What follows belongs to an exercise in optimizing a design on an open flow for small area, a short achievable clock period and few clock cycles per item; a production flow would make more cautious choices.
The RTL was checked by simulation tests, not by an equivalence proof against the original design.

==> flow/design.v (excerpt) <==
module julia_pixel_engine #(
  parameter int H_RES    = 640,
  parameter int V_RES    = 480,
  parameter int MAX_ITER = 255,
  parameter int FRAC     = 12
) (
  input  logic        clk,
  input  logic        reset_n,
  input  logic        start,
  input  logic        abort,
  input  logic [15:0] c_re,
  input  logic [15:0] c_im,
  input  logic [15:0] re_start,
  input  logic [15:0] im_start,
  input  logic [15:0] step,
  output logic        draw,
  input  logic        draw_ready,
  output logic [9:0]  x,
  output logic [9:0]  y,
  output logic [7:0]  i,
  output logic        busy,
  output logic        frame_done
);
export LEC_CHECK = 0
export CAP_MARGIN = 5
export CORE_MARGIN = 2
export CORE_UTILIZATION = 40
export PLACE_DENSITY = 0.6
export SLEW_MARGIN = 5
create_clock -name core_clock -period 11.0 [get_ports {clk}]
standard.sh (not shown) runs the stock make flow with config.mk's settings and CLKGATE_MAP_FILE= SYNTH_SCRIPT=/design/flow/synth_recipe.tcl, a recipe that flattens the netlist after the stock synthesis.
==> flow/flow/run.sh <==
#!/bin/bash
# Standard ORFS layout (the standard.sh, unchanged synthesis), with the resizer's
# setup repair aimed below the clock period: repair_timing gets a setup margin so that
# it keeps improving paths after the 11 ns constraint is met. The make output goes to
# flow_standard.log here; ORFS's own per-step logs are under orfs/logs.
set -euo pipefail
export SETUP_SLACK_MARGIN=7.6
# port buffers: a plain buffer instead of the delay cell buffer_ports picks by default
export BUFFER_PORTS_ARGS="-buffer_cell sky130_fd_sc_hd__buf_1"
bash standard.sh > flow_standard.log 2>&1
The starting point finished clean.
Testbench counts at the start, summed over its fixed seeds: cycles 2,658,186, pixels 61,440.
Next try:
Settings changed: CAP_MARGIN 5 to 20, SLEW_MARGIN 5 to 20.
The changed run produced a clean layout.
Global-route usage does not change.
Worst setup slack does not change.
Die area is unchanged.
Synthesized area does not change.


Starting RTL as in the previous note.
==> flow/config.mk <==
export PLATFORM = sky130hd
export DESIGN_NAME = julia_pixel_engine
export DESIGN_NICKNAME = julia_pixel_engine
export VERILOG_FILES = /design/flow/design.v
export SDC_FILE = /design/flow/constraint.sdc
export NUM_CORES = 4
export LEC_CHECK = 0
export CAP_MARGIN = 20
export CORE_MARGIN = 2
export CORE_UTILIZATION = 40
export PLACE_DENSITY = 0.6
export SLEW_MARGIN = 20
==> flow/constraint.sdc <==
create_clock -name core_clock -period 11.0 [get_ports {clk}]
set_input_delay 2.2000 -clock core_clock [delete_from_list [all_inputs] [get_ports {clk}]]
set_output_delay 2.2000 -clock core_clock [all_outputs]
set_load 0.01 [all_outputs]
==> flow/flow/run.sh <==
#!/bin/bash
# Standard ORFS layout (the standard.sh, unchanged synthesis), with the resizer's
# setup repair aimed below the clock period: repair_timing gets a setup margin so that
# it keeps improving paths after the 11 ns constraint is met. The make output goes to
# flow_standard.log here; ORFS's own per-step logs are under orfs/logs.
set -euo pipefail
export SETUP_SLACK_MARGIN=7.6
# port buffers: a plain buffer instead of the delay cell buffer_ports picks by default
export BUFFER_PORTS_ARGS="-buffer_cell sky130_fd_sc_hd__buf_1"
# clock tree: the standard options, without the dummy loads CTS adds to balance its leaves
export CTS_ARGS="-sink_clustering_enable -repair_clock_nets -dont_use_dummy_load"
bash standard.sh > flow_standard.log 2>&1
Testbench counts at the start, summed over its fixed seeds: cycles 2,658,186, pixels 61,440.
Change:
--- a/flow/flow/run.sh
+++ b/flow/flow/run.sh
@@ -8,5 +8,3 @@
 # port buffers: a plain buffer instead of the delay cell buffer_ports picks by default
 export BUFFER_PORTS_ARGS="-buffer_cell sky130_fd_sc_hd__buf_1"
-# clock tree: the standard options, without the dummy loads CTS adds to balance its leaves
-export CTS_ARGS="-sink_clustering_enable -repair_clock_nets -dont_use_dummy_load"
 bash standard.sh > flow_standard.log 2>&1
Settings changed: CORE_UTILIZATION 40 to 60, PLACE_DENSITY 0.6 to 0.75.
Effect: Wire length came out higher by 1.5%; fmax came out higher by 2.6%; final cell count came out lower by 6.2%.
Change:
--- a/flow/flow/run.sh
+++ b/flow/flow/run.sh
@@ -7,4 +7,4 @@
 export SETUP_SLACK_MARGIN=7.6
 # port buffers: a plain buffer instead of the delay cell buffer_ports picks by default
-export BUFFER_PORTS_ARGS="-buffer_cell sky130_fd_sc_hd__buf_1"
+export BUFFER_PORTS_ARGS="-buffer_cell sky130_fd_sc_hd__buf_2"
 bash standard.sh > flow_standard.log 2>&1
Settings changed: CORE_UTILIZATION 60 to 40, PLACE_DENSITY 0.75 to 0.6.
What happened: Hold slack stays flat. Critical path depth goes down by 2. Wire length goes down by 1.2%. Area after synthesis stays the same. Core utilization goes down by 22 points. Worst setup slack improves by 0.032 ns. Cell count goes up by 7.7%. Fmax goes up by 0.92%.

what the ideal ports hide:
The results above use ideal ports. As a check the final layouts listed here were re-extracted and re-timed, cells and wires unchanged.
Step 1, drivers: a clkbuf_16 drives clk and a buf_2 each remaining input, both assumed.
Step 2 adds t to the input delays and takes it off the output delays; t is the mean of the earliest and latest rising clock arrival at the registers after step 1. Input paths then give back, and output paths get back, about the clock's delay inside the block.
a / b / c = no drivers / after step 1 / after step 2; a / b = the first two.
run	shift t [ns]	setup WS [ns]	slew at the worst register clock pin (ns)	pins driven straight from the clock port
the first run of note 1	0.673	7.571 / 7.571 / 7.140	0.06 / 0.06	1
the second run of note 1	0.673	7.571 / 7.571 / 7.140	0.06 / 0.06	1
the first run of note 2	0.655	7.427 / 7.427 / 7.150	0.06 / 0.06	1
the second run of note 2	0.673	7.518 / 7.518 / 7.103	0.07 / 0.07	1
the third run of note 2	0.691	7.550 / 7.548 / 7.204	0.07 / 0.07	1
After both steps every run listed still meets setup and hold.
